This design comes from an exercise in tuning for small area and a short achievable clock period on the open sky130 flow, not from production work.
Only simulation tests tie the RTL to the original design; equivalence was not proved.
No activity file was given, so power comes from the tool's default toggle rates.

==> flow/design.v (excerpt) <==
module mul_issue_ctrl
#(
   parameter int MUL_LAT = m_extension::MUL_LAT_DEFAULT
) (
   input  logic        clk,
   input  logic        rst,
   input  logic        req_valid,
   output logic        req_ready,
   input  logic [31:0] req_rs1,
   input  logic [31:0] req_rs2,
   input  m_extension::m_funct3     req_funct3,
   input  logic        flush,
   output logic        resp_valid,
   output logic [31:0] resp_data,
   input  logic        resp_ready,
   output logic [15:0] hit_count
);
   logic        idle_r;
   logic        resp_r;
   logic [4:0]  step_r;
   logic        load_r;        
   logic [31:0] op_a_r;
   logic        op_as_r;       
   logic [31:0] op_b_r;
   logic        op_bs_r;       
   logic [2:0]  op_f_r;
   logic [32:0] acc_r;
   logic [3:0]  cy_r;          
   logic [31:0] last_rs1_r;
   logic [31:0] last_rs2_r;
   logic [2:0]  last_f_r;
   logic [31:0] last_result_r;
   logic [2:0]  last_cy_r;     
  ...
Size in the first run: about 1500 cells after synthesis, about 250 flip-flops.
==> flow/config.mk <==
export PLATFORM = sky130hd
export DESIGN_NAME = mul_issue_ctrl
export DESIGN_NICKNAME = mul_issue_ctrl
export VERILOG_FILES = /design/flow/design.v
export SDC_FILE = /design/flow/constraint.sdc
export NUM_CORES = 4
export LEC_CHECK = 0
export CAP_MARGIN = 20
export CORE_MARGIN = 2
export CORE_UTILIZATION = 40
export SLEW_MARGIN = 20
==> flow/constraint.sdc <==
create_clock -name core_clock -period 10.0 [get_ports {clk}]
set_input_delay 2.0000 -clock core_clock [delete_from_list [all_inputs] [get_ports {clk}]]
set_output_delay 2.0000 -clock core_clock [all_outputs]
set_load 0.01 [all_outputs]
standard.sh (not shown) runs the stock make flow with config.mk's settings and CLKGATE_MAP_FILE= SYNTH_SCRIPT=/design/flow/synth_recipe.tcl, a recipe that flattens the netlist after the stock synthesis.
==> flow/flow/run.sh <==
#!/bin/bash
# Own flow: the standard layout (standard.sh: the standard synthesis, then
# ORFS floorplan, placement, CTS and routing) with plain buf_1 port buffers in
# place of clkdlybuf4s50_1, larger clock-sink clusters without dummy loads,
# and a tighter setup repair target. Every tool's own log is under orfs/logs/;
# make's output goes to standard.log.
set -euo pipefail
bash standard.sh \
  "BUFFER_PORTS_ARGS=-buffer_cell sky130_fd_sc_hd__buf_1" \
  "CTS_ARGS=-sink_clustering_enable -repair_clock_nets -sink_clustering_size 20 -sink_clustering_max_diameter 100 -dont_use_dummy_load" \
  "SETUP_SLACK_MARGIN=5.45" \
  finish > standard.log 2>&1
The baseline produced a clean layout.
Rerun with:
--- a/flow/config.mk
+++ b/flow/config.mk
@@ -11,0 +12 @@
+export TNS_END_PERCENT = 10
Result: Clock-buffer cell count does not change; design area falls by 1.5%; global-route usage stays flat; maximum frequency falls by 0.56%; wire length rises by 1.1%; total power falls by 4.2%; worst hold slack got worse by 3.7 ps; critical path depth falls by 1.

========
Another version of the RTL of mul_issue_ctrl (not shown whole).
For scale: roughly 1500 cells after synthesis, ~280 flip-flops, ~120 I/O pins, ~0.017 mm² of cells after synthesis.
Settings: LEC_CHECK=0, CAP_MARGIN=20, CORE_MARGIN=2, CORE_UTILIZATION=40, SLEW_MARGIN=20; clock period 10.0 ns.
==> flow/flow/run.sh <==
#!/bin/bash
# Own flow: the standard layout (standard.sh: the standard synthesis, then
# ORFS floorplan, placement, CTS and routing) with plain buf_1 port buffers in
# place of clkdlybuf4s50_1, larger clock-sink clusters without dummy loads,
# and a tighter setup repair target. Every tool's own log is under orfs/logs/;
# make's output goes to standard.log.
set -euo pipefail
bash standard.sh \
  "BUFFER_PORTS_ARGS=-buffer_cell sky130_fd_sc_hd__buf_1" \
  "CTS_ARGS=-sink_clustering_enable -repair_clock_nets -sink_clustering_size 20 -sink_clustering_max_diameter 100 -dont_use_dummy_load" \
  "SETUP_SLACK_MARGIN=5.4" \
  finish > standard.log 2>&1
The first run completed with no timing, DRC or antenna violations.
Then changed:
==> flow/run.sh (new file) <==
#!/bin/bash
# synth_recipe.tcl (not shown) runs the flow's synth.tcl, then flattens the netlist and writes it again
# the make line also repeats each setting of config.mk as NAME=value (left out here)
make -C /OpenROAD-flow-scripts/flow DESIGN_CONFIG=/design/flow/config.mk WORK_HOME=/design/flow/orfs CLKGATE_MAP_FILE= SYNTH_SCRIPT=/design/flow/synth_recipe.tcl finish
- CTS_BUF_LIST: not set -> sky130_fd_sc_hd__clkbuf_4 sky130_fd_sc_hd__clkbuf_8
- SETUP_SLACK_MARGIN: not set -> 5.0
removed: flow/flow/run.sh
removed: flow/standard.sh
=> Fmax fell by about 9%. Wire length fell by 3.8%. Worst hold slack got worse by 0.0064 ns.
Then changed:
==> flow/flow/run.sh (new file) <==
#!/bin/bash
# Own flow: the standard layout (standard.sh: the standard synthesis, then
# ORFS floorplan, placement, CTS and routing) with plain buf_1 port buffers in
# place of clkdlybuf4s50_1, larger clock-sink clusters without dummy loads,
# and a tighter setup repair target. Every tool's own log is under orfs/logs/;
# make's output goes to standard.log.
set -euo pipefail
bash standard.sh \
  "BUFFER_PORTS_ARGS=-buffer_cell sky130_fd_sc_hd__buf_1" \
  "CTS_ARGS=-sink_clustering_enable -repair_clock_nets -sink_clustering_size 26 -sink_clustering_max_diameter 100 -dont_use_dummy_load" \
  "SETUP_SLACK_MARGIN=5.45" \
  finish > standard.log 2>&1
==> flow/standard.sh (new file) <==
#!/bin/bash
# synth_recipe.tcl (not shown) runs the flow's synth.tcl, then flattens the netlist and writes it again
# the make line also repeats each setting of config.mk as NAME=value (left out here)
make -C /OpenROAD-flow-scripts/flow DESIGN_CONFIG=/design/flow/config.mk WORK_HOME=/design/flow/orfs CLKGATE_MAP_FILE= SYNTH_SCRIPT=/design/flow/synth_recipe.tcl "${@:-finish}"
- CTS_BUF_LIST: sky130_fd_sc_hd__clkbuf_4 sky130_fd_sc_hd__clkbuf_8 -> not set
- SETUP_SLACK_MARGIN: 5.0 -> not set
removed: flow/run.sh
Result:
- The new run went through all stages and came out clean
- routed wire length rises by 2.9%
- synthesized area is unchanged
- clock-buffer cell count falls by 56
- clock power falls by 49%
- final area falls by 3.1%
Then changed:
--- a/flow/flow/run.sh
+++ b/flow/flow/run.sh
@@ -10 +10 @@
-  "CTS_ARGS=-sink_clustering_enable -repair_clock_nets -sink_clustering_size 26 -sink_clustering_max_diameter 100 -dont_use_dummy_load" \
+  "CTS_ARGS=-sink_clustering_enable -repair_clock_nets -sink_clustering_size 20 -sink_clustering_max_diameter 100 -dont_use_dummy_load" \
- CORE_UTILIZATION: 40 -> 60
The changed run finished with timing, DRC and antenna clean.
Synthesized area does not change.
Total power went down by 1.8%.
Final cell count is lower by 7.0%.
Clock power went up by 7.0%.
Flip-flop and latch count does not change.
Routed wire length came out lower by 4.1%.
Clock skew fell by 0.017 ns.
Worst setup slack improved by 0.021 ns.
Worst hold slack is about the same.
Then changed:
--- a/flow/flow/run.sh
+++ b/flow/flow/run.sh
@@ -11 +11 @@
-  "SETUP_SLACK_MARGIN=5.45" \
+  "SETUP_SLACK_MARGIN=5.7" \
- CORE_UTILIZATION: 60 -> 40
Result: Clock-buffer cell count grows by 1; total power came out higher by 16%; combinational power rises by 25%.
Then changed:
==> flow/run.sh (new file) <==
#!/bin/bash
# synth_recipe.tcl (not shown) runs the flow's synth.tcl, then flattens the netlist and writes it again
# the make line also repeats each setting of config.mk as NAME=value (left out here)
make -C /OpenROAD-flow-scripts/flow DESIGN_CONFIG=/design/flow/config.mk WORK_HOME=/design/flow/orfs CLKGATE_MAP_FILE= SYNTH_SCRIPT=/design/flow/synth_recipe.tcl finish
- SETUP_SLACK_MARGIN: not set -> 5.0
removed: flow/flow/run.sh
removed: flow/standard.sh
Outcome: The new run went through all stages and came out clean; critical path depth came out lower by 4; first-iteration DRC count drops by about 4%; wire length shrinks by about 10%; area after synthesis is unchanged; hold slack got worse by 0.0042 ns; cell count drops by about 3%; sequential power hardly moves; non-clock buffer count went down by 112.

[what the ideal ports hide]
Ports are ideal in the flow. The routed layouts listed here were re-timed in OpenROAD. Step 1 sets driving cells, clkbuf_16 on the clock port and buf_2 on the other inputs (assumed; they add their load-dependent delay and slew). Step 2 times the ports against the registers' clock, not the clock port: input delays grow and output delays shrink by t, the midpoint of the rising clock arrivals with the driver on. Slacks: ideal / step 1 / step 2; pairs: ideal / step 1.
| run | shift t [ns] | setup WS [ns] | hold WS [ns] |
|---|---|---|---|
| the first run of note 1 | 0.542 | 5.517 / 5.493 / 5.078 | 0.433 / 0.433 / 0.433 |
| the second run of note 1 | 0.546 | 5.492 / 5.472 / 5.034 | 0.430 / 0.430 / 0.430 |
| the first run of note 2 | 0.551 | 5.504 / 5.481 / 5.098 | 0.356 / 0.356 / 0.356 |
| the second run of note 2 | 0.667 | 5.039 / 5.018 / 4.772 | 0.350 / 0.350 / 0.350 |
| the third run of note 2 | 0.555 | 5.502 / 5.478 / 5.171 | 0.353 / 0.353 / 0.353 |
| the fourth run of note 2 | 0.560 | 5.522 / 5.500 / 5.126 | 0.354 / 0.354 / 0.354 |
| the fifth run of note 2 | 0.553 | 5.567 / 5.518 / 5.387 | 0.352 / 0.352 / 0.352 |
| the sixth run of note 2 | 0.591 | 5.037 / 5.016 / 4.746 | 0.348 / 0.348 / 0.348 |
After both steps setup and hold are still met in every run listed. For the second run of note 1, which loses most, drivers alone change the setup slack by -0.020 ns; drivers and shift together by -0.458 ns.
